Source: an optimization exercise on an open RTL-to-GDS flow (aim: small area and few clock cycles). Production flows keep margins and buffers that such runs may drop.
Function was checked by simulation only, so behaviour that the tests miss may differ from the original.
Power is estimated from default activity; no workload was simulated.

==> flow/design.v (excerpt) <==
module led_pattern_sequencer
(
    input  logic        i_clk,
    input  logic        i_rst_n,
    input  logic        i_cfg_we,
    input  logic [2:0]  i_cfg_idx,
    input  logic [31:0] i_cfg_data,
    input  logic        i_in_valid,
    output logic        o_in_stall,
    input  logic [1:0]  i_kind,
    input  logic [31:0] i_now_ms,
    input  logic [3:0]  i_pattern_id,
    output logic        o_out_valid,
    input  logic        i_out_stall,
    output logic [3:0]  o_pixel_index,
    output logic [7:0]  o_red,
    output logic [7:0]  o_green,
    output logic [7:0]  o_blue,
    output logic [7:0]  o_brightness,
    output logic [3:0]  o_pattern_shown,
    output logic        o_last
);
    logic [7:0]  r_base_r, r_base_g, r_base_b, r_gbri;
    logic [15:0] r_frame_int;
    logic [31:0] r_rot_int;
    logic [3:0]  r_unlock;
    logic [31:0] r_rng;
    logic [3:0]  r_pattern;
    logic [7:0]  r_c;
    logic [2:0]  r_speed;
    logic [31:0] r_last_frame, r_last_rot;
    logic        r_ca, r_hold, r_rel;
    logic [3:0]  r_rel_cnt;
    logic [7:0]  r_strip;
    logic [22:0] r_period;
    logic [2:0]  r_pcnt;
    logic        r_pbusy;
    logic        r_ov;
    logic [3:0]  r_pix;
    logic [3:0]  r_opat;
    logic [7:0]  r_oarg;
    logic [31:0] w_x1, w_x2, w_x3;
    logic [3:0]  w_m13, w_m10a, w_m10b;
    logic        w_mvalid, w_rng_chg;
    logic        w_mca, w_sel, w_cmp;
    logic        r_phase, r_duef;
    logic        w_due, w_rot_time, w_rot;
    logic        w_take, w_out_free, w_p10_busy, w_ok, w_acc;
    logic        w_tick, w_frame, w_cfg;
    logic [7:0]  w_bq;
    logic        w_bvalid, w_bstart;
    logic [6:0]  w_lvl, w_sv;
    logic [24:0] w_pnext;
    logic        w_pstart;
    logic [2:0]  w_pcode;
    logic        r_bflag;
    logic [7:0]  n_c, n_arg;
    logic        n_ca;
    logic [2:0]  n_speed;
  ...
For scale: roughly 2600 cells after synthesis, ~290 flip-flops, roughly 120 I/O pins, ~21000 um^2 of cells after synthesis.
clock: 10.0 ns
lec_check: 0
cap_margin: 20
core_margin: 2
core_utilization: 55
cts_buf_list: sky130_fd_sc_hd__clkbuf_16
cts_cluster_diameter: 80
cts_cluster_size: 20
gpl_timing_driven: 0
slew_margin: 20
standard.sh (not shown) runs the stock make flow with config.mk's settings and CLKGATE_MAP_FILE= SYNTH_SCRIPT=/design/flow/synth_recipe.tcl, a recipe that flattens the netlist after the stock synthesis.
==> flow/flow/run.sh <==
#!/bin/bash
# Own layout flow: the standard flow (standard.sh) with two changes:
#  - synthesis maps the logic with an area-oriented ABC script (flow/abc_speed.script),
#    everything else in synthesis unchanged (same registers, same names);
#  - port buffers use sky130_fd_sc_hd__buf_1 instead of the default buffer cell.
# Every tool writes its full log under orfs/logs/ (ORFS); make's output goes to make_flow.log.
set -euo pipefail
here="$PWD"
rm -rf "$here/scripts_own"
cp -r "$FLOW_HOME/scripts" "$here/scripts_own"
cp "$here/flow/abc_speed.script" "$here/scripts_own/abc_speed.script"
export BUFFER_PORTS_ARGS="-buffer_cell sky130_fd_sc_hd__buf_1"
bash standard.sh "SCRIPTS_DIR=$here/scripts_own" "BUFFER_PORTS_ARGS=$BUFFER_PORTS_ARGS" finish > "$here/make_flow.log" 2>&1
==> flow/flow/abc_speed.script <==
&get -n
&st
&syn2
&dch -f
&nf -a
&st
&syn2
&dch -f
&nf -a
&st
&syn2
&dch -f
&nf -a
&put
The first run completed with no timing, DRC or antenna violations.
Testbench counts at the start, summed over its fixed seeds: cycles 34,724.
Change:
==> flow/flow/abc_speed.script (replaced) <==
&get -n
&fraig -x
&st
&syn2
&dch -f
&nf -a
&st
&syn2
&dch -f
&nf -a
&st
&syn2
&dch -f
&nf -a
&put
CORE_UTILIZATION = 70   (was 55)
What happened: The changed run ran to the end with no violations. Worst setup slack gets better by 55 ps. Global-route usage climbs by 8.9 points. Synthesized area drops by 0.98%. Synthesized cell count drops by 3.2%. Routed wire length climbs by 2.0%. First-iteration DRC count climbs by 32%.


led_pattern_sequencer again, from the RTL that the note above started with.
clock: 10.0 ns
lec_check: 0
cap_margin: 20
core_margin: 2
core_utilization: 60
cts_buf_list: sky130_fd_sc_hd__clkbuf_8
cts_cluster_diameter: 50
cts_cluster_size: 12
gpl_timing_driven: 0
slew_margin: 20
==> flow/flow/abc_speed.script <==
&get -n
&st
&syn2
&dch -f
&nf -a
&st
&syn2
&dch -f
&nf -a
&st
&syn2
&dch -f
&nf -a
&put
Scripts as last shown in full above: flow/flow/run.sh
Testbench counts at the start, summed over its fixed seeds: cycles 34,724.
Edit:
==> flow/flow/abc_speed.script (replaced) <==
&get -n
&st
&syn2
&dch -f
&nf -a
&st
&syn2
&dch -f
&nf -a
&put
--- a/flow/config.mk
+++ b/flow/config.mk
@@ -8,8 +8,8 @@
 export CAP_MARGIN = 20
 export CORE_MARGIN = 2
-export CORE_UTILIZATION = 60
-export CTS_BUF_LIST = sky130_fd_sc_hd__clkbuf_8
-export CTS_CLUSTER_DIAMETER = 50
-export CTS_CLUSTER_SIZE = 12
+export CORE_UTILIZATION = 55
+export CTS_BUF_LIST = sky130_fd_sc_hd__clkbuf_16
+export CTS_CLUSTER_DIAMETER = 80
+export CTS_CLUSTER_SIZE = 20
 export GPL_TIMING_DRIVEN = 0
 export SLEW_MARGIN = 20
What happened: Clock power fell by about 7%. Global-route usage fell by 4.2 points. Synthesized area stays flat. Die area rose by 9.0%. Utilization fell by 5.7 points. Hold slack improved by 0.027 ns. Critical path depth rose by 1. Setup slack got worse by 0.30 ns. Routed wire length fell by 3.4%. Total power rose by 45%. Final cell count fell by 0.55%.


Starting RTL as in the previous note.
Design led_pattern_sequencer, start of the top module:
module led_pattern_sequencer
(
    input  logic        i_clk,
    input  logic        i_rst_n,
    input  logic        i_cfg_we,
    input  logic [2:0]  i_cfg_idx,
    input  logic [31:0] i_cfg_data,
    input  logic        i_in_valid,
    output logic        o_in_stall,
    input  logic [1:0]  i_kind,
    input  logic [31:0] i_now_ms,
    input  logic [3:0]  i_pattern_id,
    output logic        o_out_valid,
    input  logic        i_out_stall,
    output logic [3:0]  o_pixel_index,
    output logic [7:0]  o_red,
    output logic [7:0]  o_green,
    output logic [7:0]  o_blue,
    output logic [7:0]  o_brightness,
    output logic [3:0]  o_pattern_shown,
    output logic        o_last
);
    logic [7:0]  r_base_r, r_base_g, r_base_b, r_gbri;
    logic [15:0] r_frame_int;
    logic [31:0] r_rot_int;
    logic [3:0]  r_unlock;
    logic [31:0] r_rng;
    logic [3:0]  r_pattern;
    logic [7:0]  r_c;
    logic [2:0]  r_speed;
    logic [31:0] r_last_frame, r_last_rot;
    logic        r_ca, r_hold, r_rel;
    logic [3:0]  r_rel_cnt;
    logic [7:0]  r_strip;
    logic [22:0] r_period;
    logic [2:0]  r_pcnt;
    logic        r_pbusy;
    logic        r_ov;
    logic [3:0]  r_pix;
    logic [3:0]  r_opat;
    logic [7:0]  r_oarg;
    logic [31:0] w_x1, w_x2, w_x3;
    logic [3:0]  w_m13, w_m10a, w_m10b;
    logic        w_mvalid, w_rng_chg;
    logic        w_mca, w_sel, w_cmp;
    logic        r_phase, r_duef;
    logic        w_due, w_rot_time, w_rot;
    logic        w_take, w_out_free, w_p10_busy, w_ok, w_acc;
    logic        w_tick, w_frame, w_cfg;
    logic [7:0]  w_bq;
    logic        w_bvalid, w_bstart;
    logic [6:0]  w_lvl, w_sv;
    logic [24:0] w_pnext;
    logic        w_pstart;
    logic [2:0]  w_pcode;
    logic        r_bflag;
    logic [7:0]  n_c, n_arg;
    logic        n_ca;
    logic [2:0]  n_speed;
    logic [23:0] w_rgb;
    assign w_x1 = lps_pkg::xorshift(r_rng);
    assign w_x2 = lps_pkg::xorshift(w_x1);
    assign w_x3 = lps_pkg::xorshift(w_x2);
    assign w_cmp      = lps_pkg::time_ge(i_now_ms, r_phase ? r_last_rot : r_last_frame,
                                         r_phase ? r_rot_int : {9'd0, r_period});
    assign w_due      = r_phase ? r_duef : w_cmp;
    assign w_mca      = w_due ? n_ca : r_ca;
    assign w_sel      = w_tick && !r_phase && !r_pbusy && w_mca;
  ...
clock: 10.0 ns
lec_check: 0
cap_margin: 20
core_margin: 2
core_utilization: 55
cts_buf_list: sky130_fd_sc_hd__clkbuf_16
cts_cluster_diameter: 80
cts_cluster_size: 20
gpl_timing_driven: 0
slew_margin: 20
==> flow/flow/abc_speed.script <==
&get -n
&st
&syn2
&dch -f
&nf -a
&st
&syn2
&dch -f
&nf -a
&st
&syn2
&dch -f
&nf -a
&put
buffer -c
topo
stime -c
upsize -c
dnsize -c
Scripts as last shown in full above: flow/flow/run.sh
Testbench counts at the start, summed over its fixed seeds: cycles 34,724.
Edit:
==> flow/flow/abc_speed.script (replaced) <==
&get -n
&fraig -x
&st
&syn2
&dch -f
&nf -a
&st
&syn2
&dch -f
&nf -a
&st
&syn2
&dch -f
&nf -a
&put
Effect: Die area goes down by 4.4%; utilization came out higher by 1.2 points; final cell count falls by 5.6%; setup slack is worse by 0.48 ns; combinational power climbs by about 90%; power went up by about 50%; register-to-register slack gains 0.17 ns; area after synthesis shrinks by 4.5%; hold slack gets better by 0.013 ns; via count is lower by about 6%; clock-buffer cell count increases by 3.

-- separate check: timing with driven ports --
Ports are ideal in the flow. The routed layouts listed here were re-timed in OpenROAD.
Step 1, drivers: a clkbuf_16 drives i_clk and a buf_2 each remaining input, both assumed.
Step 2 adds t to the input delays and takes it off the output delays; t is the mean of the earliest and latest rising clock arrival at the registers after step 1. Input paths then give back, and output paths get back, about the clock's delay inside the block.
a / b / c = ideal / step 1 / step 2; a / b = the first two.
run	t (ns)	setup WS [ns]	slew at the worst register clock pin (ns)
the first run of note 1	0.611	0.543 / 0.487 / 0.938	0.09 / 0.09
the second run of note 1	0.579	0.598 / 0.540 / 0.828	0.10 / 0.10
the first run of note 2	0.676	0.920 / 0.865 / 0.940	0.09 / 0.09
the second run of note 2	0.609	0.621 / 0.567 / 0.825	0.09 / 0.09
the first run of note 3	0.615	1.237 / 1.237 / 1.237	0.09 / 0.09
the second run of note 3	0.628	0.758 / 0.701 / 0.917	0.09 / 0.09
After both steps every run listed still meets setup and hold.
